What follows belongs to an exercise in optimizing a design on an open flow for small area; a production flow would make more cautious choices.
Only simulation tests tie the RTL to the original design; equivalence was not proved.
Power and IR drop assume default switching activity.

==> flow/run.sh <==
#!/bin/bash
# synth_recipe.tcl (not shown) runs the flow's synth.tcl, then flattens the netlist and writes it again
# the make line also repeats each setting of config.mk as NAME=value (left out here)
make -C /OpenROAD-flow-scripts/flow DESIGN_CONFIG=/design/flow/config.mk WORK_HOME=/design/flow/orfs CLKGATE_MAP_FILE= SYNTH_SCRIPT=/design/flow/synth_recipe.tcl finish
==> flow/config.mk <==
export PLATFORM = sky130hd
export DESIGN_NAME = axis_register
export DESIGN_NICKNAME = axis_register
export VERILOG_FILES = /design/flow/design.v
export SDC_FILE = /design/flow/constraint.sdc
export NUM_CORES = 4
export LEC_CHECK = 0
export CAP_MARGIN = 20
export CORE_AREA = 5 5 415 415
export DIE_AREA = 0 0 420 420
export SLEW_MARGIN = 20
==> flow/constraint.sdc <==
create_clock -name core_clock -period 3.0 [get_ports {clk}]
set_input_delay 0.6000 -clock core_clock [delete_from_list [all_inputs] [get_ports {clk}]]
set_output_delay 0.6000 -clock core_clock [all_outputs]
set_load 0.01 [all_outputs]
==> flow/design.v <==
module axis_register #(
    parameter int MODE           = 0,
    parameter int TREADY_RST_VAL = 0,
    parameter int ENABLE_TKEEP   = 1,
    parameter int ENABLE_TLAST   = 1,
    parameter int ENABLE_TID     = 0,
    parameter int ENABLE_TDEST   = 0,
    parameter int ENABLE_TUSER   = 1,
    parameter int TDATA_WIDTH    = 512,
    parameter int TID_WIDTH      = 8,
    parameter int TDEST_WIDTH    = 8,
    parameter int TUSER_WIDTH    = 1
) (
    input  logic                     clk,
    input  logic                     rst,
    output logic                     s_tready,
    input  logic                     s_tvalid,
    input  logic [TDATA_WIDTH-1:0]   s_tdata,
    input  logic [TDATA_WIDTH/8-1:0] s_tkeep,
    input  logic                     s_tlast,
    input  logic [TID_WIDTH-1:0]     s_tid,
    input  logic [TDEST_WIDTH-1:0]   s_tdest,
    input  logic [TUSER_WIDTH-1:0]   s_tuser,
    input  logic                     m_tready,
    output logic                     m_tvalid,
    output logic [TDATA_WIDTH-1:0]   m_tdata,
    output logic [TDATA_WIDTH/8-1:0] m_tkeep,
    output logic                     m_tlast,
    output logic [TID_WIDTH-1:0]     m_tid,
    output logic [TDEST_WIDTH-1:0]   m_tdest,
    output logic [TUSER_WIDTH-1:0]   m_tuser
);
    localparam int KW = TDATA_WIDTH / 8;
    localparam int PW = TDATA_WIDTH + KW + 1 + TID_WIDTH + TDEST_WIDTH + TUSER_WIDTH;
    logic [KW-1:0]          keep_in;
    logic                   last_in;
    logic [TID_WIDTH-1:0]   id_in;
    logic [TDEST_WIDTH-1:0] dest_in;
    logic [TUSER_WIDTH-1:0] user_in;
    logic [PW-1:0]          s_payload;
    logic [PW-1:0]          m_payload;
    assign keep_in   = (ENABLE_TKEEP != 0) ? s_tkeep : '0;
    assign last_in   = (ENABLE_TLAST != 0) ? s_tlast : 1'b0;
    assign id_in     = (ENABLE_TID   != 0) ? s_tid   : '0;
    assign dest_in   = (ENABLE_TDEST != 0) ? s_tdest : '0;
    assign user_in   = (ENABLE_TUSER != 0) ? s_tuser : '0;
    assign s_payload = {s_tdata, keep_in, last_in, id_in, dest_in, user_in};
    assign {m_tdata, m_tkeep, m_tlast, m_tid, m_tdest, m_tuser} = m_payload;
    if (MODE == 0) begin : g_skid
        typedef enum logic [1:0] {EMPTY, ONE, TWO} state_t;
        state_t        state_q, state_d;
        logic          s_tready_q, s_tready_d;
        logic          m_tvalid_q, m_tvalid_d;
        logic [PW-1:0] out_q, out_d;
        logic [PW-1:0] skid_q, skid_d;
        logic          accept;
        assign accept = s_tvalid && s_tready_q;
        always_ff @(posedge clk or posedge rst) begin
            if (rst) begin
                state_q    <= EMPTY;
                s_tready_q <= (TREADY_RST_VAL != 0);
                m_tvalid_q <= 1'b0;
                out_q      <= '0;
                skid_q     <= '0;
            end else begin
                state_q    <= state_d;
                s_tready_q <= s_tready_d;
                m_tvalid_q <= m_tvalid_d;
                out_q      <= out_d;
                skid_q     <= skid_d;
            end
        end
        always_comb begin
            state_d = state_q;
            case (state_q)
                EMPTY: if (accept) state_d = ONE;
                ONE: begin
                    if (accept && !m_tready)      state_d = TWO;
                    else if (!accept && m_tready) state_d = EMPTY;
                end
                TWO:     if (m_tready) state_d = ONE;
                default: state_d = EMPTY;
            endcase
        end
        always_comb begin
            out_d  = out_q;
            skid_d = skid_q;
            case (state_q)
                EMPTY: if (accept) out_d = s_payload;
                ONE: begin
                    if (accept && m_tready)       out_d  = s_payload;
                    else if (accept && !m_tready) skid_d = s_payload;
                end
                TWO:     if (m_tready) out_d = skid_q;
                default: ;
            endcase
            m_tvalid_d = (state_d != EMPTY);
            s_tready_d = (state_d != TWO);
        end
        assign s_tready  = s_tready_q;
        assign m_tvalid  = m_tvalid_q;
        assign m_payload = out_q;
    end else if (MODE == 1) begin : g_simple
        logic          s_tready_q, s_tready_d;
        logic          m_tvalid_q, m_tvalid_d;
        logic [PW-1:0] out_q, out_d;
        logic          accept;
        assign accept = s_tvalid && s_tready_q;
        always_ff @(posedge clk or posedge rst) begin
            if (rst) begin
                s_tready_q <= (TREADY_RST_VAL != 0);
                m_tvalid_q <= 1'b0;
                out_q      <= '0;
            end else begin
                s_tready_q <= s_tready_d;
                m_tvalid_q <= m_tvalid_d;
                out_q      <= out_d;
            end
        end
        always_comb begin
            m_tvalid_d = m_tvalid_q;
            out_d      = out_q;
            if (accept) begin
                m_tvalid_d = 1'b1;
                out_d      = s_payload;
            end else if (m_tready) begin
                m_tvalid_d = 1'b0;
            end
            s_tready_d = !m_tvalid_d;
        end
        assign s_tready  = s_tready_q;
        assign m_tvalid  = m_tvalid_q;
        assign m_payload = out_q;
    end else begin : g_bypass
        logic unused_clk_rst;
        assign unused_clk_rst = clk ^ rst;
        assign s_tready       = m_tready;
        assign m_tvalid       = s_tvalid;
        assign m_payload      = s_payload;
    end
endmodule
==> impl_metrics.csv, run 1 <==
group,metric,value,unit
global_route,grt_pass1_wl,263500,um
critical_path,endpoint,"m_tdata[456]",
route,drt_first_pass_iters,6,
timing,clock_skew,32.30,ps
critical_path,r2r_start,"g_skid.state_q[1]$_DFF_PP0_",
yosys,synth_flop_cell,"dfrtp_1",
timing,slew_viol_final,0,
clock_tree,cts_max_level,4,
yosys,synth-seq-cells,1160,
yosys,yosysMostFrequentCell,"dfrtp_1",
critical_path,worstSetupStartpoint,"g_skid.out_q[538]$_DFFE_PP0P_",
global_route,antenna_found_initial,63,
timing,period_share,84.79,%
clock_tree,numCtsBuffers,137,
floorplan,die_height,420,um
floorplan,ioPinCount,1194,
critical_path,criticalPathCategory,"register to primary output",
critical_path,cp_num_buf_inv,1,
timing,slew_headroom,38.22,%
route,wl_per_cell,25.15,um
layout,final_nets,5613,
clock_tree,cts_buffer_depth,3,
global_route,grt_pass1_vias,37100,
clock_tree,ctsResizeCount,0,
critical_path,critPathSlowestCell,"clkdlybuf4s50_1",
floorplan,initial_core_util,28.60,%
layout,fin_util,40.19,%
layout,n_fill_cell,15900,
yosys,yosysTopAreaCell,"dfrtp_1",
clock_tree,postCtsHoldBufs,0,
critical_path,max_stage_delay,680,ps
yosys,postSynthAreaPerCell,12.50,um2
yosys,ys_seq_area_share,60.69,%
timing,whs,304.6,ps
critical_path,crit_path_start_kind,"register",
clock_tree,clock_latency,780,ps
layout,drive_above_1_share,18.63,%
yosys,synth-async-reset-ratio,100.0,%
yosys,yosysWarnings,1,
floorplan,rows,150,
floorplan,die_w,420,um
floorplan,die_area,0.1764,mm2
clock_tree,cts_tree,"built",
global_route,gr-total-overflow,0,
timing,timing_hold_violations_final,0,
timing,fin_ws,456.4,ps
route,detail-route-antenna-nets,0,
hold_path,holdCritPathClass,"input pin to asynchronous set/reset pin",
critical_path,crit_family,"buffers and inverters",
placement,place_hpwl,135000,um
critical_path,r2r_slack,610,ps
critical_path,endpoint_kind,"primary output",
critical_path,critPathMaxFanout,2,
yosys,syn_area,0.04783,mm2
clock_tree,cts.sinks,1160,
yosys,syn_inst,3827,
yosys,synthTopCellsByArea,"dfrtp_1 (61%), mux2_2 (12%), o32ai_1 (11%)",
clock_tree,clkTransAtPathRegs,60,ps
placement,dp_slack,2.150,ps
critical_path,worstReg2RegEnd,"g_skid.out_q[389]$_DFFE_PP0P_",
pwr,peakVddDrop,580.0,uV
timing,setup_violations,0,
clock_tree,cts_root_buffer,"clkbuf_16",
timing,layout_min_cycle_time,2544,ps
yosys,synth_common_cells,"dfrtp_1 (1160), a21oi_1 (580), inv_1 (579)",
route,drc,0,
route,wl,184900,um
critical_path,cp.required,2400,ps
outcome,outcome,"complete, no violations",
critical_path,reg2reg_depth,7,
global_route,grt_use_total,20.09,%
placement,place.gp.congestion,0.9035,
clock_tree,cts_setup_buffers,0,
pwr,power.leakage,0.02898,uW
layout,area_growth,40.50,%
job,max_cap_viol_count,0,
global_route,grt_max_degree,98,
yosys,synth_edf_count,0,
timing,rsz0062_at_grt,"false",
critical_path,cp_cell_sequence,"clkdlybuf4s50_1",
route,vias_per_cell,5.051,
timing,tightest_slew,923.9,ps
critical_path,crit_arrival,1940,ps
critical_path,path_depth,1,
placement,port_buffers,1161,
timing,setup_tns,0,ps
route,via_count,37140,
pwr,powerDensity,1072,mW/mm2
yosys,ys_types,22,
floorplan,fp.coreArea,0.1672,mm2
yosys,yosysTopAreaCellShare,60.69,%
timing,fmax,393.1,MHz
route,drt_iter0_drc,2863,
-- through the flow --
stage / power (uW) / instance area (um2) / cells
global route: 75890 / 67150 / 7335
floorplan: 40650 / 47890 / 3842
global placement: 55300 / 62720 / 7080
detailed placement: 56020 / 62720 / 7080
CTS: 72780 / 67100 / 7314
finish: 72060 / 67200 / 7353
-- flip-flops by register name, indices dropped and copies added, names as in the netlist --
register and flops:
g_skid.out_q 578, g_skid.skid_q 578, g_skid.state_q 2, g_skid.m_tvalid_q 1, g_skid.s_tready_q 1
-- worst min-delay path by stage --
stage / slack (ps) / start / cells after the start / endpoint
finish: 300 / rst / 3 / g_skid.out_q[519]$_DFFE_PP0P_
global route: 280 / rst / 3 / g_skid.out_q[519]$_DFFE_PP0P_
CTS: 240 / rst / 3 / g_skid.out_q[519]$_DFFE_PP0P_
detailed placement: 480 / g_skid.skid_q[485]$_DFFE_PP0P_ / 1 / g_skid.skid_q[485]$_DFFE_PP0P_
global placement: 470 / g_skid.skid_q[504]$_DFFE_PP0P_ / 1 / g_skid.skid_q[504]$_DFFE_PP0P_
floorplan: 460 / g_skid.skid_q[482]$_DFFE_PP0P_ / 1 / g_skid.skid_q[482]$_DFFE_PP0P_
-- cells by family (layout without fill, tap and decap cells) --
group           count (synthesis)  in the layout  share of synthesized area [%]
compound gates               1161           1161                          16.69
flops                        1160           1160                          60.69
buf+inv                       915           2183                          8.840
mux                           579            579                          13.63
simple gates                   11             11                         0.1386
other cells                     1             55                       0.007841
-- report_power, final --
| group | switching (uW) | total (uW) | internal [uW] |
|---|---|---|---|
| logic | 13400 | 27700 | 14300 |
| clock network | 6750 | 16400 | 9660 |
| registers | 4480 | 28000 | 23500 |
| total | 24600 | 72100 | 47500 |
-- layout make-up --
type | count | area (um2) | area share (%)
diodes | 39 | 97.59 | 0.1452
clock buffers | 193 | 3940 | 5.863
clock inverters | 41 | 440.4 | 0.6554
inverters | 579 | 2177 | 3.240
multi-input cells | 1767 | 14660 | 21.81
flip-flops and latches | 1160 | 29030 | 43.20
well taps | 2204 | 2758 | 4.104
repair buffers | 1370 | 14100 | 20.99
-- routing by layer --
metal,vias up,share of wire (%),global-route usage (%),wire (um)
li1,16200,-,-,-
met1,19260,41,26.12,76110
met2,1333,47,31.33,86700
met3,321,8.0,6.138,14860
met4,34,3.8,7.991,7052
met5,-,0.12,0,214
-- cells in the final DEF (no fill, tap or decap), types with 2 or more instances in the layout --
| cell type | n |
|---|---|
| a21oi_1 | 580 |
| buf_12 | 73 |
| buf_4 | 136 |
| bufinv_16 | 6 |
| clkbuf_1 | 27 |
| clkbuf_16 | 138 |
| clkbuf_8 | 28 |
| clkdlybuf4s50_1 | 1161 |
| clkinv_2 | 20 |
| clkinv_4 | 2 |
| clkinvlp_4 | 4 |
| conb_1 | 16 |
| dfrtp_1 | 1160 |
| diode_2 | 39 |
| inv_1 | 578 |
| inv_6 | 8 |
| mux2_1 | 49 |
| mux2_2 | 530 |
| nand3b_1 | 2 |
| o21ai_0 | 2 |
| o32ai_1 | 578 |
| or2_2 | 2 |
==> inputs of run 2 (changes only) <==
--- a/flow/design.v
+++ b/flow/design.v
@@ -46,55 +46,30 @@
     assign user_in   = (ENABLE_TUSER != 0) ? s_tuser : '0;
     assign s_payload = {s_tdata, keep_in, last_in, id_in, dest_in, user_in};
-    assign {m_tdata, m_tkeep, m_tlast, m_tid, m_tdest, m_tuser} = m_payload;
+    logic [TID_WIDTH-1:0]   id_out;
+    logic [TDEST_WIDTH-1:0] dest_out;
+    assign {m_tdata, m_tkeep, m_tlast, id_out, dest_out, m_tuser} = m_payload;
+    assign m_tid   = (ENABLE_TID   != 0) ? id_out   : '0;
+    assign m_tdest = (ENABLE_TDEST != 0) ? dest_out : '0;
     if (MODE == 0) begin : g_skid
-        typedef enum logic [1:0] {EMPTY, ONE, TWO} state_t;
-        state_t        state_q, state_d;
         logic          s_tready_q, s_tready_d;
         logic          m_tvalid_q, m_tvalid_d;
-        logic [PW-1:0] out_q, out_d;
-        logic [PW-1:0] skid_q, skid_d;
+        logic [PW-1:0] out_q;
+        logic [PW-1:0] skid_q;
         logic          accept;
         assign accept = s_tvalid && s_tready_q;
+        assign m_tvalid_d = accept || (m_tvalid_q && (!m_tready || !s_tready_q));
+        assign s_tready_d = !m_tvalid_q || m_tready || (s_tready_q && !s_tvalid);
         always_ff @(posedge clk or posedge rst) begin
             if (rst) begin
-                state_q    <= EMPTY;
                 s_tready_q <= (TREADY_RST_VAL != 0);
                 m_tvalid_q <= 1'b0;
-                out_q      <= '0;
-                skid_q     <= '0;
             end else begin
-                state_q    <= state_d;
                 s_tready_q <= s_tready_d;
                 m_tvalid_q <= m_tvalid_d;
-                out_q      <= out_d;
-                skid_q     <= skid_d;
             end
         end
-        always_comb begin
-            state_d = state_q;
-            case (state_q)
-                EMPTY: if (accept) state_d = ONE;
-                ONE: begin
-                    if (accept && !m_tready)      state_d = TWO;
-                    else if (!accept && m_tready) state_d = EMPTY;
-                end
-                TWO:     if (m_tready) state_d = ONE;
-                default: state_d = EMPTY;
-            endcase
-        end
-        always_comb begin
-            out_d  = out_q;
-            skid_d = skid_q;
-            case (state_q)
-                EMPTY: if (accept) out_d = s_payload;
-                ONE: begin
-                    if (accept && m_tready)       out_d  = s_payload;
-                    else if (accept && !m_tready) skid_d = s_payload;
-                end
-                TWO:     if (m_tready) out_d = skid_q;
-                default: ;
-            endcase
-            m_tvalid_d = (state_d != EMPTY);
-            s_tready_d = (state_d != TWO);
+        always_ff @(posedge clk) begin
+            if (!m_tvalid_q || m_tready) out_q <= s_tready_q ? s_payload : skid_q;
+            if (s_tready_q)              skid_q <= s_payload;
         end
         assign s_tready  = s_tready_q;
==> flow/flow/run.sh (new file) <==
#!/bin/bash
set -euo pipefail
bash standard.sh \
  "BUFFER_PORTS_ARGS=-buffer_cell sky130_fd_sc_hd__buf_1" \
  "CTS_ARGS=-sink_clustering_enable -repair_clock_nets -dont_use_dummy_load" \
  finish > flow_make.log 2>&1
==> flow/standard.sh (new file) <==
#!/bin/bash
# synth_recipe.tcl (not shown) runs the flow's synth.tcl, then flattens the netlist and writes it again
# the make line also repeats each setting of config.mk as NAME=value (left out here)
make -C /OpenROAD-flow-scripts/flow DESIGN_CONFIG=/design/flow/config.mk WORK_HOME=/design/flow/orfs CLKGATE_MAP_FILE= SYNTH_SCRIPT=/design/flow/synth_recipe.tcl "${@:-finish}"
--- a/flow/config.mk
+++ b/flow/config.mk
@@ -7,5 +7,5 @@
 export LEC_CHECK = 0
 export CAP_MARGIN = 20
-export CORE_AREA = 5 5 415 415
-export DIE_AREA = 0 0 420 420
+export CORE_AREA = 5 5 285 285
+export DIE_AREA = 0 0 290 290
 export SLEW_MARGIN = 20
removed: flow/run.sh
==> run 2 against run 1 <==
Against the previous run: the run now fails in I/O pin placement (3_2_place_iop); synthesized cell count down 52%; area after synthesis down 24%.
==> impl_metrics.csv, run 2 <==
group,metric,value,unit
yosys,synth_top_family_by_area,"multiplexers",
yosys,syn_inst,1824,
yosys,syn_area,0.03646,mm2
yosys,synthSimpleGateAreaFrac,0.02745,%
floorplan,rows,102,
outcome,error,"[ERROR PPL-0024] Number of IO pins (1194) exceeds maximum number of available positions (1044). Increase the die perimeter from 1160.00um to 1623.84um.",
yosys,yosysWarnings,1,
yosys,yosysTopAreaCell,"edfxtp_1",
yosys,postSynthAreaPerCell,19.99,um2
yosys,synth_flop_cell,"edfxtp_1",
floorplan,die_height,290,um
floorplan,initial_core_util,46.99,%
yosys,synth-compound-area-share,0.04461,%
yosys,synthTopCellsByArea,"edfxtp_1 (48%), dfxtp_1 (32%), mux2_2 (15%)",
outcome,stop_stage,"I/O pin placement (3_2_place_iop)",
yosys,synth-async-reset-ratio,0.1727,%
yosys,synth-seq-cells,1158,
yosys,synth_edf_count,578,
yosys,synthAdderAreaFrac,0,%
floorplan,die_w,290,um
yosys,synth_common_cells,"dfxtp_1 (578), edfxtp_1 (578), mux2_2 (491)",
yosys,ys_types,14,
outcome,outcome,"aborted with a tool error",
yosys,yosysTopAreaCellShare,47.60,%
yosys,synth-xor-area-share,0,%
yosys,ys_seq_area_share,79.47,%
yosys,synthMuxAreaShare,18.74,%
## run 2: cells by family after synthesis
group	count (synthesis)
muxes	578
other	1
AOI/OAI and AO/OA	2
buffers and inverters	83
and+or+nand+nor	2
DFF	1158
==> inputs of run 3 (changes only) <==
--- a/flow/config.mk
+++ b/flow/config.mk
@@ -7,5 +7,5 @@
 export LEC_CHECK = 0
 export CAP_MARGIN = 20
-export CORE_AREA = 5 5 285 285
-export DIE_AREA = 0 0 290 290
+export CORE_AREA = 5 5 415 415
+export DIE_AREA = 0 0 420 420
 export SLEW_MARGIN = 20
==> run 3 against run 2 <==
Against the previous run: the run now finishes clean; area after synthesis did not move; synthesized cell count unchanged.
==> impl_metrics.csv, run 3 <==
group,metric,value,unit
route,drc,0,
placement,port_buffers,1161,
yosys,synthTopCellsByArea,"edfxtp_1 (48%), dfxtp_1 (32%), mux2_2 (15%)",
yosys,synthSimpleGateAreaFrac,0.02745,%
layout,n_fill_cell,16910,
timing,fin_ws,407.9,ps
critical_path,critPathMaxFanout,56,
timing,tightest_slew,714.8,ps
layout,reg.largest.list,"g_skid.out_q: 578 flops, g_skid.skid_q: 578 flops",
timing,setup_violations,0,
timing,whs,106.7,ps
timing,clock_skew,56.33,ps
timing,layout_min_cycle_time,2592,ps
pwr,p_seq_share,52.6,%
critical_path,r2r_start,"g_skid.s_tready_q$_DFF_PP0_",
clock_tree,cts_setup_buffers,0,
clock_tree,clkTransAtPathRegs,60,ps
pwr,internal-power,27890,uW
clock_tree,numCtsBuffers,130,
clock_tree,cts_max_level,4,
clock_tree,cts_buffer_depth,3,
pwr,clockPowerShare,36.2,%
clock_tree,cts_root_buffer,"clkbuf_16",
yosys,synth-async-reset-ratio,0.1727,%
pwr,p_sw,8747,uW
yosys,yosysWarnings,1,
clock_tree,cts.sinks,1158,
layout,area_growth,34.20,%
route,vias_per_cell,3.823,
yosys,yosysTopAreaCell,"edfxtp_1",
route,wl,119900,um
placement,place.gp.congestion,0.8589,
layout,layout_commonest_cell,"buf_1",
route,detail-route-antenna-nets,0,
pwr,peakVddDrop,591.0,uV
critical_path,crit_path_start_kind,"register",
global_route,grt_max_degree,99,
yosys,ys_seq_area_share,79.47,%
floorplan,die_height,420,um
route,drt_iter0_drc,1246,
global_route,grt_use_total,12.85,%
critical_path,cp.required,2400,ps
yosys,synth_flop_cell,"edfxtp_1",
layout,fin_cells,5533,
global_route,antenna_found_initial,53,
hold_path,holdCritPathClass,"input pin to register",
timing,timing_hold_violations_final,0,
critical_path,criticalPathCategory,"register to primary output",
pwr,combinationalPowerShare,11.2,%
global_route,grt_pass1_wl,160000,um
yosys,synth_edf_count,578,
route,via_count,21150,
hold_path,hold_start,"s_tdata[287]",
outcome,outcome,"complete, no violations",
yosys,synth_common_cells,"dfxtp_1 (578), edfxtp_1 (578), mux2_2 (491)",
critical_path,worstSetupStartpoint,"g_skid.s_tready_q$_DFF_PP0_",
placement,place_hpwl,93250,um
yosys,synth-compound-area-share,0.04461,%
floorplan,fp.coreArea,0.1672,mm2
job,max_cap_viol_count,0,
yosys,synth_top_family_by_area,"multiplexers",
floorplan,die_w,420,um
floorplan,initial_core_util,21.81,%
yosys,synth-seq-cells,1158,
clock_tree,cts_tree,"built",
yosys,syn_area,0.03646,mm2
timing,fmax,385.8,MHz
placement,place_inst,5174,
yosys,yosysTopAreaCellShare,47.60,%
yosys,ys_types,14,
global_route,gr-total-overflow,0,
timing,slew_headroom,52.35,%
global_route,grt_pass1_vias,21990,
critical_path,endpoint_kind,"primary output",
floorplan,rows,150,
timing,slew_viol_final,0,
route,wl_per_cell,21.67,um
placement,dp_slack,889.6,ps
pwr,switching_share,23.88,%
layout,drive_above_1_share,23.10,%
critical_path,crit_arrival,1990,ps
clock_tree,clock_latency,760,ps
floorplan,die_area,0.1764,mm2
yosys,synthAdderAreaFrac,0,%
pwr,powerDensity,748.6,mW/mm2
yosys,synth-xor-area-share,0,%
layout,mostFrequentLayoutCells,"buf_1 (1161), edfxtp_1 (578), dfxtp_1 (578)",
pwr,power.leakage,0.01777,uW
yosys,postSynthAreaPerCell,19.99,um2
layout,final_nets,3894,
timing,rsz0062_at_grt,"false",
yosys,syn_inst,1824,
route,drt_first_pass_iters,5,
floorplan,ioPinCount,1194,
yosys,synthMuxAreaShare,18.74,%
timing,period_share,86.40,%
run 3: critical path: stages, from the launching register on:
cell and delay [ps]:
dfrtp_4 680, buf_12 340, buf_1 200
run 3: logic make-up after synthesis:
group           count (synthesis)
buf+inv                        83
simple gates                    2
other cells                     1
flops                        1158
mux                           578
compound gates                  2
run 3: path summary, 6_finish.rpt:
path | slack [ps] | cells after the start | to
min | 110 | 2 | g_skid.skid_q[369]$_DFF_P_
min in group asynchronous | 320 | 3 | g_skid.m_tvalid_q$_DFF_PP0_
min reg2reg | 460 | 1 | g_skid.skid_q[451]$_DFF_P_
max reg2reg | 990 | 2 | g_skid.out_q[504]$_DFFE_PP_
max | 410 | 2 | s_tready
max in group asynchronous | 2520 | 3 | g_skid.s_tready_q$_DFF_PP0_
run 3: per-stage QoR:
step | area [um2] | power (uW) | util, % | TNS [ps]
2_1_floorplan | 36530 | 21570 | - | -1215560
3_3_place_gp | 43650 | 23450 | 26.11 | 0
3_5_place_dp | 43650 | 23560 | 26.11 | 0
4_1_cts | 48850 | 37300 | 29.21 | 0
5_1_grt | 48890 | 38210 | 29.24 | 0
6_report | 48940 | 36640 | 29.26 | 0
run 3: repair_timing:
action	CTS	global route
gates resized for setup	0	0
endpoints found under the hold margin	195	0
hold buffers	194	0
endpoints found under the setup margin	0	0
run 3: area by class of cell:
class                      instances  area, um2  share of cell area (%)
sequential                      1158      28980                   59.22
multi-input combinational        598       6929                   14.16
timing repair buffer            1406       6920                   14.14
inverter                           2      7.507                 0.01534
antenna                           35      87.58                  0.1790
tap                             2204       2758                   5.635
clock buffer                     130       3253                   6.648
run 3: power by group through the flow:
stage	Clock, uW	Sequential [uW]	Combinational (uW)
after detailed placement	0	19600	3990
after floorplan	0	20000	1560
after global placement	0	19500	3920
after CTS	13800	19300	4220
final	13300	19300	4110
after global routing	14400	19400	4400
run 3: routing by layer:
layer  part of all wire, %  global-route usage, %  up-vias  routed length [um]
li1                      -                      -     9598                   -
met1                    38                  14.86    10450               45610
met2                    49                  20.88      869               58180
met3                   9.1                  4.848      219               10900
met4                   4.2                  6.286       12                4991
met5                  0.20                 0.6946        -                 239
==> inputs of run 4 (changes only) <==
==> flow/flow/run.sh (replaced) <==
#!/bin/bash
set -euo pipefail
bash standard.sh \
  "PLACE_PINS_ARGS=-min_distance 1 -min_distance_in_tracks" \
  "BUFFER_PORTS_ARGS=-buffer_cell sky130_fd_sc_hd__buf_1" \
  "CTS_ARGS=-sink_clustering_enable -repair_clock_nets -dont_use_dummy_load" \
  finish > flow_make.log 2>&1
--- a/flow/config.mk
+++ b/flow/config.mk
@@ -7,5 +7,5 @@
 export LEC_CHECK = 0
 export CAP_MARGIN = 20
-export CORE_AREA = 5 5 415 415
-export DIE_AREA = 0 0 420 420
+export CORE_AREA = 5 5 295 295
+export DIE_AREA = 0 0 300 300
 export SLEW_MARGIN = 20
==> run 4 against run 3 <==
Against the previous run: still clean; hold slack better by 70 ps; die area decreased by 49%; global-route usage up 7.6 points; final cell count fell by 24%; combinational power decreased by 8.8%; setup slack improved by 42 ps; synthesized cell count is the same; cell area down 7.8%; wire length is 19% lower; power fell by 5.6%; critical path type unchanged; largest power group unchanged; highest routed layer unchanged.
==> impl_metrics.csv, run 4 <==
group,metric,value,unit
layout,fin_cells,4212,
placement,place.gp.congestion,0.8881,
timing,period_share,84.99,%
critical_path,critPathMaxFanout,55,
pwr,p_sw,7917,uW
timing,fin_ws,450.3,ps
placement,place_hpwl,74650,um
clock_tree,cts_buffer_depth,3,
clock_tree,ctsResizeCount,0,
layout,n_fill_cell,6965,
route,drc,0,
yosys,syn_inst,1824,
yosys,postSynthAreaPerCell,19.99,um2
job,max_cap_viol_count,0,
floorplan,die_area,0.09000,mm2
yosys,synth_flop_cell,"edfxtp_1",
clock_tree,cts_max_level,3,
pwr,switching_share,22.88,%
timing,layout_min_cycle_time,2550,ps
yosys,yosysTopAreaCell,"edfxtp_1",
yosys,yosysWarnings,1,
critical_path,r2r_slack,830,ps
placement,place_inst,4036,
clock_tree,cts_setup_buffers,0,
yosys,synth_edf_count,578,
yosys,synth-compound-area-share,0.04461,%
clock_tree,numCtsBuffers,113,
layout,area_growth,23.74,%
route,via_count,20610,
floorplan,initial_core_util,43.64,%
layout,reg.largest.list,"g_skid.out_q: 578 flops, g_skid.skid_q: 578 flops",
timing,setup_violations,0,
global_route,grt_use_total,20.47,%
layout,mostFrequentLayoutCells,"buf_1 (1161), edfxtp_1 (578), dfxtp_1 (578)",
route,wl_per_cell,23.19,um
layout,drive_above_1_share,23.78,%
yosys,synthMuxAreaShare,18.74,%
pwr,powerDensity,766.7,mW/mm2
placement,dp_slack,871.0,ps
layout,final_nets,3670,
yosys,syn_area,0.03646,mm2
critical_path,endpoint_kind,"primary output",
global_route,grt_pass1_vias,21830,
route,detail-route-antenna-nets,0,
floorplan,rows,106,
outcome,outcome,"complete, no violations",
clock_tree,postCtsHoldBufs,1,
pwr,internal-power,26680,uW
yosys,synthTopCellsByArea,"edfxtp_1 (48%), dfxtp_1 (32%), mux2_2 (15%)",
global_route,gr-total-overflow,0,
global_route,grt_pass1_wl,138300,um
yosys,synth_top_family_by_area,"multiplexers",
yosys,synth-xor-area-share,0,%
global_route,grt_max_degree,98,
layout,final_cell_area,0.04512,mm2
layout,layout_commonest_cell,"buf_1",
clock_tree,cts_root_buffer,"clkbuf_16",
pwr,combinationalPowerShare,10.8,%
pwr,power.leakage,0.01668,uW
timing,rsz0062_at_grt,"false",
timing,slew_headroom,48.08,%
yosys,synth-async-reset-ratio,0.1727,%
critical_path,crit_path_start_kind,"register",
critical_path,criticalPathCategory,"register to primary output",
yosys,ys_types,14,
yosys,synth-seq-cells,1158,
yosys,ys_seq_area_share,79.47,%
pwr,p_seq_share,55.3,%
timing,whs,176.3,ps
hold_path,holdCritPathClass,"input pin to register",
yosys,synthSimpleGateAreaFrac,0.02745,%
timing,fmax,392.2,MHz
clock_tree,cts.sinks,1158,
clock_tree,cts_tree,"built",
route,wl,97670,um
route,vias_per_cell,4.893,
pwr,power.total,34600,uW
pwr,peakVddDrop,507.2,uV
critical_path,cp.required,2400,ps
placement,dpl_cell_area,0.04213,mm2
pwr,clockPowerShare,33.9,%
floorplan,die_height,300,um
route,drt_first_pass_iters,5,
yosys,yosysTopAreaCellShare,47.60,%
clock_tree,clock_latency,640,ps
route,drt_iter0_drc,1236,
global_route,antenna_found_initial,83,
timing,timing_hold_violations_final,0,
timing,tightest_slew,778.7,ps
clock_tree,clkTransAtPathRegs,60,ps
placement,port_buffers,1161,
yosys,synthAdderAreaFrac,0,%
critical_path,crit_arrival,1950,ps
yosys,synth_common_cells,"dfxtp_1 (578), edfxtp_1 (578), mux2_2 (491)",
timing,clock_skew,53.06,ps
floorplan,die_w,300,um
floorplan,ioPinCount,1194,
floorplan,fp.coreArea,0.08356,mm2
timing,slew_viol_final,0,
run 4: changes by cell type in the layout (fill, tap and decap cells not counted):
cell / change
clkbuf_16: -17
dlygate4sd3_1: -193
buf_4: -13
buf_12: -1
diode_2: +27
run 4: final timing paths:
| path | from | to | depth (start not counted) |
|---|---|---|---|
| hold reg to reg | g_skid.skid_q[585]$_DFF_P_ | g_skid.skid_q[585]$_DFF_P_ | 1 |
| max in group asynchronous | rst | g_skid.s_tready_q$_DFF_PP0_ | 3 |
| setup / recovery | g_skid.s_tready_q$_DFF_PP0_ | s_tready | 2 |
| hold / removal | s_tdata[2] | g_skid.skid_q[84]$_DFF_P_ | 2 |
| min in group asynchronous | rst | g_skid.m_tvalid_q$_DFF_PP0_ | 3 |
| setup reg to reg | g_skid.s_tready_q$_DFF_PP0_ | g_skid.out_q[369]$_DFFE_PP_ | 2 |
run 4: routing by layer:
metal	global-route usage [%]	part of all wire [%]	vias to the layer above
met4	15.37	8.3	42
met5	0	0.29	-
met1	21.54	34	9813
met3	11.63	14	402
met2	30.50	44	1189
li1	-	-	9164
run 4: cells by family (layout without fill, tap and decap cells):
kind of cell           count (synthesis)  after routing
buffers and inverters                 83           1314
flip-flops                          1158           1158
other                                  1             78
multiplexers                         578            578
AND/OR/NAND/NOR                        2              2
AO/OA/AOI/OAI                          2              2
run 4: area by class of cell:
class	count	area (um2)	area share, %
Antenna cell	62	155.1	0.3438
Clock buffer	113	2828	6.267
Inverter	2	7.507	0.01664
Multi-Input combinational cell	598	6929	15.36
Sequential cell	1158	28980	64.23
Tap cell	1080	1351	2.995
Timing Repair Buffer	1199	4871	10.79
run 4: critical path, stage by stage, from the launching register on:
cell	delay, ps
dfrtp_4	720
buf_12	350
buf_1	200
run 4: power groups by stage:
stage | clock, uW | sequential, uW | combinational [uW]
after floorplan | 0 | 20000 | 1560
after global placement | 0 | 19400 | 3620
after detailed placement | 0 | 19500 | 3740
after CTS | 12000 | 19200 | 3750
after global routing | 12700 | 19300 | 3980
final | 11700 | 19100 | 3750
run 4: through the flow:
step           utilization, %  setup TNS, ps
6_report                54.00              0
5_1_grt                 53.96              0
4_1_cts                 53.82              0
3_5_place_dp            50.42              0
3_3_place_gp            50.42              0
2_1_floorplan               -       -1215560
==> inputs of run 5 (changes only) <==
==> flow/flow/run.sh (replaced) <==
#!/bin/bash
set -euo pipefail
bash standard.sh \
  "BUFFER_PORTS_ARGS=-buffer_cell sky130_fd_sc_hd__buf_1" \
  "CTS_ARGS=-sink_clustering_enable -repair_clock_nets -dont_use_dummy_load -sink_clustering_size 20 -sink_clustering_max_diameter 60 -buf_list {sky130_fd_sc_hd__clkbuf_8 sky130_fd_sc_hd__clkbuf_16}" \
  finish > flow_make.log 2>&1
--- a/flow/config.mk
+++ b/flow/config.mk
@@ -7,5 +7,5 @@
 export LEC_CHECK = 0
 export CAP_MARGIN = 20
-export CORE_AREA = 5 5 295 295
-export DIE_AREA = 0 0 300 300
+export CORE_AREA = 5 5 415 415
+export DIE_AREA = 0 0 420 420
 export SLEW_MARGIN = 20
==> run 5 against run 4 <==
Against the previous run: hold slack worse by 63 ps; die area is 96% higher; clock power is 9% lower; power is 2.3% lower; area after synthesis stayed put; sequential cell count stayed put; final cell count is 26% higher; critical path type unchanged.
==> impl_metrics.csv, run 5 <==
group,metric,value,unit
timing,tightest_slew,724.7,ps
outcome,outcome,"complete, no violations",
global_route,grt_pass1_vias,20760,
yosys,ys_types,14,
layout,reg.largest.list,"g_skid.out_q: 578 flops, g_skid.skid_q: 578 flops",
timing,period_share,85.30,%
critical_path,max_stage_delay,670,ps
yosys,yosysTopAreaCellShare,47.60,%
critical_path,cp_cell_sequence,"buf_12 -> buf_1",
timing,fmax,390.8,MHz
timing,timing_hold_violations_final,0,
route,drc,0,
clock_tree,cts_buffer_depth,3,
yosys,synth-async-reset-ratio,0.1727,%
critical_path,critPathSlowestCell,"dfrtp_4",
clock_tree,clkTransAtPathRegs,80,ps
clock_tree,cts.sinks,1158,
global_route,grt_use_total,12.45,%
global_route,grt.met3_usage,4.892,%
layout,final_nets,3669,
layout,drive_above_1_share,23.62,%
placement,place_hpwl,93250,um
clock_tree,cts_tree,"built",
hold_path,holdCritPathClass,"input pin to register",
floorplan,fp.coreArea,0.1672,mm2
critical_path,criticalPathCategory,"register to primary output",
critical_path,endpoint_kind,"primary output",
route,via_count,20180,
global_route,busiest_layer,"met2",
clock_tree,cts_setup_buffers,0,
layout,layout_commonest_cell,"buf_1",
pwr,peakVddDrop,476.7,uV
yosys,ys_seq_area_share,79.47,%
yosys,postSynthAreaPerCell,19.99,um2
route,drt_first_pass_iters,4,
global_route,gr-total-overflow,0,
route,vias_per_cell,3.809,
placement,port_buffers,1161,
global_route,antenna_found_initial,57,
yosys,synth_edf_count,578,
timing,slew_headroom,51.69,%
clock_tree,cts_max_level,3,
clock_tree,numCtsBuffers,94,
route,detail-route-antenna-nets,0,
timing,setup_tns,0,ps
route,wl,117300,um
floorplan,rows,150,
layout,mostFrequentLayoutCells,"buf_1 (1161), edfxtp_1 (578), dfxtp_1 (578)",
yosys,yosysWarnings,1,
placement,place_inst,5174,
global_route,grt_pass1_wl,154600,um
hold_path,hold_depth,2,
route,drt_iter0_drc,1143,
layout,n_fill_cell,17160,
floorplan,ioPinCount,1194,
floorplan,die_area,0.1764,mm2
placement,place.gp.congestion,0.8589,
timing,layout_min_cycle_time,2559,ps
job,max_cap_viol_count,0,
critical_path,cp.required,2400,ps
timing,setup_violations,0,
yosys,synth-seq-cells,1158,
critical_path,reg2reg_depth,2,
yosys,syn_area,0.03646,mm2
timing,rsz0062_at_grt,"false",
yosys,syn_inst,1824,
clock_tree,ctsResizeCount,0,
route,wl_per_cell,22.14,um
floorplan,initial_core_util,21.81,%
pwr,power.leakage,0.01653,uW
layout,fin_cells,5298,
yosys,synth_flop_cell,"edfxtp_1",
timing,clock_skew,85.22,ps
critical_path,crit_arrival,1960,ps
critical_path,critPathMaxFanout,56,
global_route,use_met2,20.54,%
global_route,grt_use_met1,14.21,%
critical_path,crit_path_start_kind,"register",
yosys,synth_common_cells,"dfxtp_1 (578), edfxtp_1 (578), mux2_2 (491)",
pwr,powerDensity,732.8,mW/mm2
yosys,yosysTopAreaCell,"edfxtp_1",
floorplan,die_height,420,um
clock_tree,clock_latency,700,ps
yosys,synthTopCellsByArea,"edfxtp_1 (48%), dfxtp_1 (32%), mux2_2 (15%)",
clock_tree,cts_root_buffer,"clkbuf_16",
floorplan,die_w,420,um
layout,area_growth,26.48,%
global_route,grt_max_degree,99,
pwr,power.total,33800,uW
timing,slew_viol_final,0,
-- run 5: changes by cell type in the layout (fill, tap and decap cells not counted), sizes merged --
cell and delta:
buf +14, clkbuf -19, diode -37, dlygate4sd3 +4
-- run 5: layout make-up --
type	count	area, um2	share of cell area [%]
Sequential cell	1158	28980	62.84
Multi-Input combinational cell	598	6929	15.02
Timing Repair Buffer	1217	5029	10.90
Tap cell	2204	2758	5.979
Clock buffer	94	2352	5.100
Antenna cell	25	62.56	0.1356
Inverter	2	7.507	0.01628
-- run 5: cells by family (layout without fill, tap and decap cells) --
kind of cell	Yosys count	after routing	synth area share (%)
AOI/OAI and AO/OA	2	2	0.04462
other	1	41	0.01028
buffers and inverters	83	1313	1.705
DFF	1158	1158	79.47
and+or+nand+nor	2	2	0.02745
muxes	578	578	18.74
-- run 5: path summary, 6_finish.rpt --
path                                        startpoint                     endpoint  slack, ps
setup / recovery           g_skid.s_tready_q$_DFF_PP0_                     s_tready        440
hold / removal                            s_tdata[464]   g_skid.skid_q[546]$_DFF_P_        110
setup reg to reg           g_skid.s_tready_q$_DFF_PP0_  g_skid.out_q[504]$_DFFE_PP_        990
hold reg to reg             g_skid.skid_q[451]$_DFF_P_   g_skid.skid_q[451]$_DFF_P_        460
max in group asynchronous                          rst  g_skid.s_tready_q$_DFF_PP0_       2510
min in group asynchronous                          rst  g_skid.m_tvalid_q$_DFF_PP0_        330
-- run 5: through the flow --
stage | area (um2) | utilization, % | hold slack (ps) | setup slack, ps
2_1_floorplan | 36530 | - | 341.2 | -2100
3_3_place_gp | 43650 | 26.11 | 452.3 | 910.3
3_5_place_dp | 43650 | 26.11 | 453.0 | 889.6
4_1_cts | 46060 | 27.54 | 0.07055 | 247.4
5_1_grt | 46070 | 27.55 | 50.65 | 275.7
6_report | 46120 | 27.58 | 113.2 | 441.1
-- run 5: layer usage --
layer	part of all wire [%]	up-vias
met2	48	830
met1	38	9976
met4	4.3	22
li1	-	9129
met3	9.4	224
met5	0.12	-
-- run 5: worst max-delay path: cells and delay by family (launching register included) --
family / cells / cell delay, ps
flops: 1 / 670
buf+inv: 2 / 520
-- run 5: repair_timing --
action,CTS,global route
hold buffers,5,0
endpoints found under the hold margin,6,0
setup endpoints to repair,0,0
-- run 5: report_power, final --
part	switching, uW	internal [uW]	total (uW)
Combinational	2390	1500	3890
Clock	5210	5470	10700
Sequential	582	18600	19200
Total	8180	25600	33800
==> inputs of run 6 (changes only) <==
==> flow/run.sh (new file) <==
#!/bin/bash
# synth_recipe.tcl (not shown) runs the flow's synth.tcl, then flattens the netlist and writes it again
# the make line also repeats each setting of config.mk as NAME=value (left out here)
make -C /OpenROAD-flow-scripts/flow DESIGN_CONFIG=/design/flow/config.mk WORK_HOME=/design/flow/orfs CLKGATE_MAP_FILE= SYNTH_SCRIPT=/design/flow/synth_recipe.tcl finish
removed: flow/flow/run.sh
removed: flow/standard.sh
==> run 6 against run 5 <==
Against the previous run: combinational power is 42% higher; wire length is 5.0% higher; via count is 0.70% higher; sequential power hardly changed; sequential share of layout area is 10 points lower; critical endpoint is now m_tdata[85]; largest power group unchanged.
==> impl_metrics.csv, run 6 <==
group,metric,value,unit
global_route,grt_use_total,13.17,%
timing,timing_hold_violations_final,0,
critical_path,cp_cell_sequence,"clkdlybuf4s50_1",
timing,tightest_slew,664.0,ps
clock_tree,clkTransAtPathRegs,60,ps
layout,final_nets,3688,
layout,reg.largest.list,"g_skid.out_q: 578 flops, g_skid.skid_q: 578 flops",
clock_tree,cts_max_level,3,
yosys,yosysWarnings,1,
global_route,grt_max_degree,69,
hold_path,holdCritPathClass,"register to register",
clock_tree,cts_buffer_depth,3,
layout,layout_commonest_cell,"clkdlybuf4s50_1",
critical_path,r2r_slack,960,ps
floorplan,fp.coreArea,0.1672,mm2
timing,rsz0062_at_grt,"false",
job,max_cap_viol_count,0,
timing,slew_headroom,55.73,%
clock_tree,postCtsHoldBufs,1,
critical_path,crit_arrival,1890,ps
yosys,synth_common_cells,"dfxtp_1 (578), edfxtp_1 (578), mux2_2 (491)",
timing,fmax,401.4,MHz
route,drt_first_pass_iters,4,
yosys,ys_seq_area_share,79.47,%
clock_tree,cts_root_buffer,"clkbuf_16",
critical_path,cp.required,2400,ps
clock_tree,ctsResizeCount,0,
timing,slew_viol_final,0,
critical_path,max_stage_delay,630,ps
route,drc,0,
floorplan,rows,150,
yosys,synthTopCellsByArea,"edfxtp_1 (48%), dfxtp_1 (32%), mux2_2 (15%)",
placement,dpl_cell_area,0.05084,mm2
critical_path,endpoint,"m_tdata[85]",
critical_path,reg2reg_depth,3,
yosys,yosysTopAreaCell,"edfxtp_1",
floorplan,ioPinCount,1194,
placement,place_hpwl,96650,um
yosys,postSynthAreaPerCell,19.99,um2
timing,whs,470.1,ps
critical_path,r2r_start,"g_skid.s_tready_q$_DFF_PP0_",
floorplan,die_area,0.1764,mm2
layout,final_cell_area,0.05494,mm2
layout,n_fill_cell,16160,
global_route,grt_pass1_wl,163000,um
critical_path,worstReg2RegEnd,"g_skid.out_q[139]$_DFFE_PP_",
clock_tree,cts.sinks,1158,
yosys,synth_flop_cell,"edfxtp_1",
placement,place.gp.congestion,0.8171,
timing,setup_violations,0,
pwr,peakVddDrop,527.3,uV
critical_path,critPathSlowestCell,"clkdlybuf4s50_1",
critical_path,endpoint_kind,"primary output",
yosys,ys_types,14,
route,vias_per_cell,3.751,
route,wl,123100,um
route,drt_iter0_drc,1199,
layout,fin_cells,5418,
route,via_count,20320,
pwr,power.leakage,0.02048,uW
layout,area_growth,50.67,%
layout,multiInputGateArea,0.006929,mm2
timing,clock_skew,35.88,ps
yosys,synth-async-reset-ratio,0.1727,%
clock_tree,cts_tree,"built",
timing,layout_min_cycle_time,2492,ps
global_route,antenna_found_initial,66,
global_route,grt_pass1_vias,20800,
critical_path,worstSetupStartpoint,"g_skid.out_q[167]$_DFFE_PP_",
layout,mostFrequentLayoutCells,"clkdlybuf4s50_1 (1161), edfxtp_1 (578), dfxtp_1 (578)",
placement,port_buffers,1161,
timing,period_share,83.05,%
critical_path,crit_family,"buffers and inverters",
pwr,powerDensity,723.8,mW/mm2
yosys,synth_edf_count,578,
layout,drive_above_1_share,25.74,%
clock_tree,numCtsBuffers,121,
layout,seqCellArea,0.02898,mm2
critical_path,path_depth,1,
critical_path,criticalPathCategory,"register to primary output",
route,detail-route-antenna-nets,0,
global_route,gr-total-overflow,0,
floorplan,die_w,420,um
critical_path,crit_path_start_kind,"register",
route,wl_per_cell,22.72,um
critical_path,cp_num_buf_inv,1,
clock_tree,clock_latency,730,ps
clock_tree,cts_setup_buffers,0,
outcome,outcome,"complete, no violations",
yosys,syn_inst,1824,
floorplan,initial_core_util,21.81,%
yosys,syn_area,0.03646,mm2
yosys,yosysTopAreaCellShare,47.60,%
floorplan,die_height,420,um
critical_path,critPathMaxFanout,1,
yosys,synth-seq-cells,1158,
placement,place_inst,5170,
==> run 6: cell count changes in the layout (fill, tap and decap cells not counted), moves of 4 or more <==
cell / change
buf_1: -1161
buf_12: -4
bufinv_16: +7
clkbuf_1: +26
clkbuf_16: +29
clkbuf_8: +19
clkdlybuf4s50_1: +1161
clkinv_1: +8
clkinv_2: +25
clkinvlp_4: +5
diode_2: -8
dlygate4sd3_1: -4
inv_6: +8
==> run 6: kinds of logic (layout without fill, tap and decap cells) <==
group | count (synthesis) | count (layout) | share of synthesized area [%]
flops | 1158 | 1158 | 79.47
mux | 578 | 578 | 18.74
buf+inv | 83 | 1441 | 1.705
compound gates | 2 | 2 | 0.04462
simple gates | 2 | 2 | 0.02745
other cells | 1 | 33 | 0.01028
==> run 6: worst min path at each step <==
stage	start	end	slack, ps	cells after the start
2_1_floorplan	rst	g_skid.m_tvalid_q$_DFF_PP0_	340	1
3_3_place_gp	g_skid.skid_q[216]$_DFF_P_	g_skid.skid_q[216]$_DFF_P_	450	1
3_5_place_dp	g_skid.skid_q[587]$_DFF_P_	g_skid.skid_q[587]$_DFF_P_	460	1
4_1_cts	s_tdata[117]	g_skid.skid_q[199]$_DFF_P_	360	2
5_1_grt	s_tkeep[25]	g_skid.skid_q[43]$_DFF_P_	410	2
6_report	g_skid.skid_q[489]$_DFF_P_	g_skid.skid_q[489]$_DFF_P_	470	1
==> run 6: final cells by class <==
cell class	instances	area share [%]
Antenna cell	17	0.07743
Clock buffer	168	6.256
Clock inverter	62	1.118
Inverter	2	0.01366
Multi-Input combinational cell	598	12.61
Sequential cell	1158	52.75
Tap cell	2204	5.019
Timing Repair Buffer	1209	22.15
==> run 6: power breakdown <==
part / internal, uW / total (uW) / switching (uW) / leakage, uW
registers: 18700 / 19200 / 535 / 0.0107
clock network: 8650 / 15100 / 6410 / 0.00199
logic: 3110 / 5520 / 2420 / 0.00776
total: 30400 / 39800 / 9370 / 0.0205
==> run 6: layer usage <==
layer	wire length [um]	global-route usage, %	vias to the layer above
met5	301	0	-
met4	4158	5.428	46
met3	11090	5.208	227
met2	61170	22.22	774
met1	46360	14.84	10020
li1	-	-	9254
==> run 6: stage by stage <==
stage	setup TNS [ps]	setup slack [ps]	total power, uW	utilization [%]
4_1_cts	0	317.0	40380	32.83
6_report	0	508.4	39770	32.86
3_5_place_dp	0	693.4	25160	30.40
5_1_grt	0	371.1	41360	32.84
3_3_place_gp	0	697.9	25060	30.40
2_1_floorplan	-1215560	-2100	21570	-
==> inputs of run 7 (changes only) <==
==> flow/flow/run.sh (new file) <==
#!/bin/bash
set -euo pipefail
bash standard.sh \
  "PLACE_PINS_ARGS=-min_distance 1 -min_distance_in_tracks" \
  "BUFFER_PORTS_ARGS=-buffer_cell sky130_fd_sc_hd__buf_1" \
  "CTS_ARGS=-sink_clustering_enable -repair_clock_nets -dont_use_dummy_load -sink_clustering_size 20 -sink_clustering_max_diameter 50 -root_buf sky130_fd_sc_hd__clkbuf_16 -sink_clustering_buffer sky130_fd_sc_hd__clkbuf_8 -buf_list {sky130_fd_sc_hd__clkbuf_4 sky130_fd_sc_hd__clkbuf_8 sky130_fd_sc_hd__clkbuf_16}" \
  RECOVER_POWER=100 \
  finish > flow_make.log 2>&1
==> flow/standard.sh (new file) <==
#!/bin/bash
# synth_recipe.tcl (not shown) runs the flow's synth.tcl, then flattens the netlist and writes it again
# the make line also repeats each setting of config.mk as NAME=value (left out here)
make -C /OpenROAD-flow-scripts/flow DESIGN_CONFIG=/design/flow/config.mk WORK_HOME=/design/flow/orfs CLKGATE_MAP_FILE= SYNTH_SCRIPT=/design/flow/synth_recipe.tcl "${@:-finish}"
--- a/flow/config.mk
+++ b/flow/config.mk
@@ -7,5 +7,5 @@
 export LEC_CHECK = 0
 export CAP_MARGIN = 20
-export CORE_AREA = 5 5 415 415
-export DIE_AREA = 0 0 420 420
+export CORE_AREA = 5 5 295 295
+export DIE_AREA = 0 0 300 300
 export SLEW_MARGIN = 20
removed: flow/run.sh
==> run 7 against run 6 <==
Against the previous run: first-iteration DRC count shrank 3.3%; critical path depth grew 1; fmax shrank 5.6%; wire length shrank 21%; hold slack lost 270 ps; register-to-register slack lost 600 ps; non-clock buffer count shrank 10; power shrank 23%; clock-buffer cell count shrank 62; highest routed layer unchanged.
==> impl_metrics.csv, run 7 <==
group,metric,value,unit
clock_tree,cts_max_level,3,
clock_tree,cts_root_buffer,"clkbuf_16",
pwr,power.leakage,0.01555,uW
placement,dpl_cell_area,0.04213,mm2
timing,slew_viol_final,0,
yosys,syn_area,0.03646,mm2
yosys,yosysWarnings,1,
yosys,synth_common_cells,"dfxtp_1 (578), edfxtp_1 (578), mux2_2 (491)",
timing,period_share,87.94,%
route,drc,0,
route,drt_first_pass_iters,4,
route,detail-route-antenna-nets,0,
route,vias_per_cell,4.872,
layout,reg.largest.list,"g_skid.out_q: 578 flops, g_skid.skid_q: 578 flops",
clock_tree,cts.sinks,1158,
layout,area_growth,18.83,%
timing,rsz0062_at_grt,"false",
yosys,yosysTopAreaCell,"edfxtp_1",
timing,slew_headroom,7.268,%
pwr,powerDensity,707.9,mW/mm2
yosys,yosysTopAreaCellShare,47.60,%
yosys,ys_types,14,
yosys,synth-async-reset-ratio,0.1727,%
yosys,synth_flop_cell,"edfxtp_1",
global_route,grt_pass1_wl,137300,um
critical_path,crit_arrival,2970,ps
pwr,peakVddDrop,395.4,uV
timing,fmax,379.1,MHz
timing,fin_ws,361.9,ps
yosys,syn_inst,1824,
layout,layout_commonest_cell,"buf_1",
placement,dp_slack,871.0,ps
global_route,grt_pass1_vias,21730,
floorplan,die_height,300,um
clock_tree,ctsResizeCount,0,
global_route,gr-total-overflow,0,
global_route,antenna_found_initial,87,
yosys,synthTopCellsByArea,"edfxtp_1 (48%), dfxtp_1 (32%), mux2_2 (15%)",
clock_tree,numCtsBuffers,106,
timing,layout_min_cycle_time,2638,ps
timing,clock_skew,72.42,ps
placement,place_inst,4036,
layout,mostFrequentLayoutCells,"buf_1 (1131), edfxtp_1 (578), dfxtp_1 (578)",
yosys,ys_seq_area_share,79.47,%
yosys,postSynthAreaPerCell,19.99,um2
floorplan,rows,106,
layout,final_cell_area,0.04333,mm2
route,wl,97050,um
route,drt_iter0_drc,1159,
clock_tree,cts_tree,"built",
layout,drive_above_1_share,14.92,%
placement,place_hpwl,74650,um
clock_tree,clkTransAtPathRegs,90,ps
outcome,outcome,"complete, no violations",
route,via_count,20480,
placement,place.gp.congestion,0.8881,
yosys,synth_edf_count,578,
yosys,synth-seq-cells,1158,
hold_path,holdCritPathClass,"input pin to register",
clock_tree,cts_buffer_depth,3,
timing,tightest_slew,1391,ps
layout,n_fill_cell,7264,
critical_path,endpoint_kind,"register",
placement,port_buffers,1161,
global_route,grt_use_total,20.32,%
floorplan,initial_core_util,43.64,%
floorplan,die_area,0.09000,mm2
floorplan,ioPinCount,1194,
critical_path,cp.required,3330,ps
floorplan,die_w,300,um
timing,timing_hold_violations_final,0,
job,max_cap_viol_count,0,
route,wl_per_cell,23.08,um
floorplan,fp.coreArea,0.08356,mm2
layout,fin_cells,4204,
global_route,grt_max_degree,98,
layout,final_nets,3663,
timing,setup_violations,0,
critical_path,crit_path_start_kind,"register",
critical_path,criticalPathCategory,"register to register",
clock_tree,clock_latency,600,ps
critical_path,critPathMaxFanout,91,
[run 7: cell counts after synthesis]
No cell type changed its count.
[run 7: metal layers]
layer  wire (um)  vias to the layer above  track usage [%]
li1            -                     9116                -
met1       32910                     9821            21.29
met3       13220                      358            11.86
met2       42680                     1140            30.01
met4        7926                       48            15.55
met5         300                        -                0
[run 7: logic make-up (layout without fill, tap and decap cells)]
logic type             count (synthesis)  in the layout  share of synthesized area, %
multiplexers                         578            578                         18.74
AO/OA/AOI/OAI                          2              2                       0.04462
AND/OR/NAND/NOR                        2              2                       0.02745
other                                  1             77                       0.01028
flip-flops                          1158           1158                         79.47
buffers and inverters                 83           1307                         1.705
[run 7: where the power goes]
| part | leakage (uW) | switching [uW] | total, uW | internal [uW] |
|---|---|---|---|---|
| Combinational | 0.00401 | 2250 | 3510 | 1260 |
| Clock | 0.000809 | 4640 | 8070 | 3430 |
| Sequential | 0.0107 | 461 | 19100 | 18600 |
[run 7: worst max-delay path, stage by stage, from the launching register on]
cell      delay [ps]
dfrtp_4          680
clkbuf_4        1040
mux2_2           440
[run 7: stage by stage]
step,setup TNS (ps),hold WS (ps),utilization [%],power (uW)
after floorplan,-1215560,341.2,-,21570
after global placement,0,435.2,50.42,23020
after detailed placement,0,445.4,50.42,23210
after CTS,0,139.9,52.30,31270
after global routing,0,150.1,51.82,32030
final,0,200.3,51.86,30670
[run 7: final cells by class]
| class | instances | area [um2] | area share [%] |
|---|---|---|---|
| flip-flops and latches | 1158 | 28980 | 66.89 |
| multi-input cells | 598 | 6595 | 15.22 |
| repair buffers | 1199 | 4682 | 10.81 |
| clock buffers | 106 | 1560 | 3.601 |
| well taps | 1080 | 1351 | 3.119 |
| diodes | 61 | 152.6 | 0.3523 |
| inverters | 2 | 7.507 | 0.01733 |
[run 7: path summary, 6_finish.rpt]
kind | depth (start not counted) | slack [ps] | end | start
setup / recovery | 2 | 360 | g_skid.out_q[283]$_DFFE_PP_ | g_skid.s_tready_q$_DFF_PP0_
hold / removal | 2 | 200 | g_skid.skid_q[549]$_DFF_P_ | s_tdata[467]
setup reg to reg | 2 | 360 | g_skid.out_q[283]$_DFFE_PP_ | g_skid.s_tready_q$_DFF_PP0_
hold reg to reg | 1 | 460 | g_skid.skid_q[27]$_DFF_P_ | g_skid.skid_q[27]$_DFF_P_
max in group asynchronous | 3 | 2470 | g_skid.s_tready_q$_DFF_PP0_ | rst
min in group asynchronous | 3 | 390 | g_skid.m_tvalid_q$_DFF_PP0_ | rst
[run 7: what timing repair did]
action,CTS,global route
buffers inserted,0,0
hold buffers,1,0
hold endpoints to repair,2,0
==> inputs of run 8 (changes only) <==
==> flow/flow/run.sh (replaced) <==
#!/bin/bash
set -euo pipefail
bash standard.sh \
  "PLACE_PINS_ARGS=-min_distance 1 -min_distance_in_tracks" \
  "BUFFER_PORTS_ARGS=-buffer_cell sky130_fd_sc_hd__buf_1" \
  "CTS_ARGS=-sink_clustering_enable -repair_clock_nets -dont_use_dummy_load -sink_clustering_size 10 -sink_clustering_max_diameter 40 -root_buf sky130_fd_sc_hd__clkbuf_16 -sink_clustering_buffer sky130_fd_sc_hd__clkbuf_4 -buf_list {sky130_fd_sc_hd__clkbuf_4 sky130_fd_sc_hd__clkbuf_8 sky130_fd_sc_hd__clkbuf_16}" \
  RECOVER_POWER=100 \
  finish > flow_make.log 2>&1
--- a/flow/config.mk
+++ b/flow/config.mk
@@ -7,5 +7,6 @@
 export LEC_CHECK = 0
 export CAP_MARGIN = 20
-export CORE_AREA = 5 5 295 295
-export DIE_AREA = 0 0 300 300
+export CORE_AREA = 5 5 255 255
+export DIE_AREA = 0 0 260 260
+export PLACE_DENSITY = 0.8
 export SLEW_MARGIN = 20
==> run 8 against run 7 <==
Against the previous run: cell area decreased by 0.97%; sequential power is essentially flat; sequential share of layout area increased by 0.66 points; area after synthesis is the same; hold slack worse by 52 ps; setup slack got worse by 10 ps; critical path depth up 1; clock power down 6.1%; wire length down 0.19%; clock skew down 12 ps; critical path type unchanged; largest cell class unchanged.
==> impl_metrics.csv, run 8 <==
group,metric,value,unit
route,vias_per_cell,5.303,
job,max_cap_viol_count,0,
critical_path,critPathMaxFanout,31,
critical_path,crit_path_start_kind,"register",
route,wl_per_cell,24.20,um
yosys,ys_types,14,
placement,port_buffers,1161,
global_route,grt_pass1_vias,22280,
global_route,antenna_found_initial,79,
layout,reg.largest.list,"g_skid.out_q: 578 flops, g_skid.skid_q: 578 flops",
hold_path,hold_depth,2,
clock_tree,numCtsBuffers,142,
critical_path,worstReg2RegEnd,"g_skid.out_q[423]$_DFFE_PP_",
global_route,grt_use_total,27.46,%
layout,seqCellArea,0.02898,mm2
pwr,powerDensity,704.8,mW/mm2
yosys,synth-async-reset-ratio,0.1727,%
layout,mostFrequentLayoutCells,"buf_1 (1125), edfxtp_1 (578), dfxtp_1 (578)",
clock_tree,cts_tree,"built",
hold_path,hold_start,"s_tdata[496]",
timing,setup_violations,0,
layout,area_growth,17.67,%
critical_path,reg2reg_depth,3,
global_route,grt_max_degree,113,
timing,slew_headroom,15.49,%
layout,fin_cells,4003,
yosys,postSynthAreaPerCell,19.99,um2
route,drt_first_pass_iters,7,
floorplan,die_w,260,um
critical_path,crit_arrival,2930,ps
timing,setup_tns,0,ps
hold_path,holdCritPathClass,"input pin to register",
hold_path,min_to,"g_skid.skid_q[578]$_DFF_P_",
route,wl_met2,42680,um
clock_tree,ctsResizeCount,0,
placement,place_inst,3802,
yosys,syn_inst,1824,
layout,drive_above_1_share,14.51,%
placement,place.gp.congestion,0.9680,
timing,tightest_slew,1268,ps
layout,final_nets,3708,
global_route,grt_pass1_wl,136600,um
layout,n_fill_cell,4131,
floorplan,die_height,260,um
clock_tree,cts.sinks,1158,
clock_tree,cts_max_level,4,
route,top_layer_used,"met5",
layout,layout_commonest_cell,"buf_1",
yosys,synth_flop_cell,"edfxtp_1",
timing,rsz0062_at_grt,"false",
yosys,yosysWarnings,1,
critical_path,r2r_slack,350,ps
timing,clock_skew,60.69,ps
yosys,yosysTopAreaCellShare,47.60,%
yosys,synth-seq-cells,1158,
route,via_count,21230,
pwr,peakVddDrop,567.5,uV
timing,slew_viol_final,0,
timing,timing_hold_violations_final,0,
timing,fmax,377.6,MHz
timing,layout_min_cycle_time,2648,ps
route,wl,96860,um
floorplan,rows,91,
route,detail-route-antenna-nets,0,
clock_tree,cts_root_buffer,"clkbuf_16",
clock_tree,clkTransAtPathRegs,100,ps
floorplan,initial_core_util,58.98,%
floorplan,fp.coreArea,0.06183,mm2
yosys,synth_common_cells,"dfxtp_1 (578), edfxtp_1 (578), mux2_2 (491)",
critical_path,criticalPathCategory,"register to register",
placement,place_hpwl,73460,um
global_route,gr-total-overflow,0,
clock_tree,cts_buffer_depth,3,
route,dr_wl_met3,15220,um
yosys,syn_area,0.03646,mm2
timing,period_share,88.27,%
clock_tree,clock_latency,660,ps
floorplan,ioPinCount,1194,
critical_path,r2r_start,"g_skid.m_tvalid_q$_DFF_PP0_",
pwr,power.leakage,0.01556,uW
yosys,yosysTopAreaCell,"edfxtp_1",
outcome,outcome,"complete, no violations",
yosys,ys_seq_area_share,79.47,%
route,drc,0,
route,m1WireLength,30510,um
critical_path,cp.required,3280,ps
layout,multiInputGateArea,0.006595,mm2
yosys,synthTopCellsByArea,"edfxtp_1 (48%), dfxtp_1 (32%), mux2_2 (15%)",
floorplan,die_area,0.06760,mm2
critical_path,endpoint_kind,"register",
yosys,synth_edf_count,578,
route,drt_iter0_drc,1540,
==> run 8: layout make-up <==
class                      count  share of cell area, %
clock buffer                 142                  3.178
tap                          837                  2.441
inverter                       2                0.01750
sequential                  1158                  67.54
antenna                       58                 0.3382
multi-input combinational    598                  15.37
timing repair buffer        1208                  11.12
==> run 8: cells by family after synthesis <==
kind of cell,Yosys count,share of synthesized area [%]
muxes,578,18.74
AOI/OAI and AO/OA,2,0.04462
DFF,1158,79.47
buffers and inverters,83,1.705
and+or+nand+nor,2,0.02745
other,1,0.01028
==> run 8: layer usage <==
| layer | vias up | global-route usage (%) |
|---|---|---|
| met5 | - | 0.3655 |
| met1 | 10080 | 27.67 |
| li1 | 9278 | - |
| met3 | 450 | 18.46 |
| met4 | 48 | 21.52 |
| met2 | 1373 | 39.65 |
==> run 8: timing repair <==
action                    CTS  global route
hold endpoints to repair    2             0
hold buffers                1             0
buffers inserted            0             0
==> run 8: how the worst max path moves through the flow <==
stage / start / endpoint / depth (start not counted)
2_1_floorplan: m_tready / g_skid.out_q[0]$_DFFE_PP_ / 1
3_3_place_gp: m_tready / g_skid.out_q[568]$_DFFE_PP_ / 3
3_5_place_dp: m_tready / g_skid.out_q[581]$_DFFE_PP_ / 3
4_1_cts: g_skid.s_tready_q$_DFF_PP0_ / s_tready / 2
5_1_grt: g_skid.m_tvalid_q$_DFF_PP0_ / g_skid.out_q[423]$_DFFE_PP_ / 3
6_report: g_skid.m_tvalid_q$_DFF_PP0_ / g_skid.out_q[423]$_DFFE_PP_ / 3
==> run 8: worst max-delay path: stages, from the launching register on <==
cell	delay, ps
dfrtp_1	420
nand2b_1	890
buf_12	300
clkbuf_1	590
==> run 8: power by group <==
part	internal (uW)	total (uW)	switching [uW]
Sequential	18600	19100	502
Combinational	1260	3530	2270
Clock	2940	7580	4650
==> run 8: metrics by stage <==
stage	setup slack (ps)	instance area (um2)	util, %	hold WS, ps	total power (uW)
after floorplan	-2100	36530	-	341.2	21570
after global placement	948.3	41930	67.82	451.7	23000
after detailed placement	942.0	41930	67.82	456.6	23230
after CTS	426.8	43310	70.04	93.45	30660
after global routing	221.5	42870	69.34	104.5	31510
final	351.9	42910	69.40	148.6	30240

## port drivers added, routing unchanged
No port has a modelled driver above. Below, the same layouts with a new extraction and two added sets of constraints.
Step 1: set_driving_cell puts a clkbuf_16 on clk and a buf_2 on each other input, an assumption about the parent block.
Step 2 times the ports against the registers' clock, not the clock port: input delays grow and output delays shrink by t, the midpoint of the rising clock arrivals with the driver on.
a / b / c = no drivers / after step 1 / after step 2; a / b = the first two.
| run | shift t [ns] | setup slack, ns | worst setup path after step 2 | pins driven straight from the clock port |
|---|---|---|---|---|
| run 1 | 0.845 | 0.456 / 0.378 / -0.118 | input to register | 1 |
| run 3 | 0.779 | 0.408 / 0.347 / 0.859 | input to register | 1 |
| run 4 | 0.683 | 0.450 / 0.392 / 0.832 | register to register | 1 |
| run 5 | 0.726 | 0.441 / 0.381 / 0.827 | input to register | 1 |
| run 6 | 0.782 | 0.508 / 0.451 / 0.659 | input to register | 1 |
| run 7 | 0.635 | 0.362 / 0.362 / -0.012 | input to register | 1 |
| run 8 | 0.697 | 0.352 / 0.352 / -0.011 | input to register | 1 |
Met with ideal ports but missed after step 2: setup timing in run 1, run 7 and run 8. The setup slack of run 1, which loses most, moves by -0.078 ns with the drivers and by -0.574 ns with both steps.
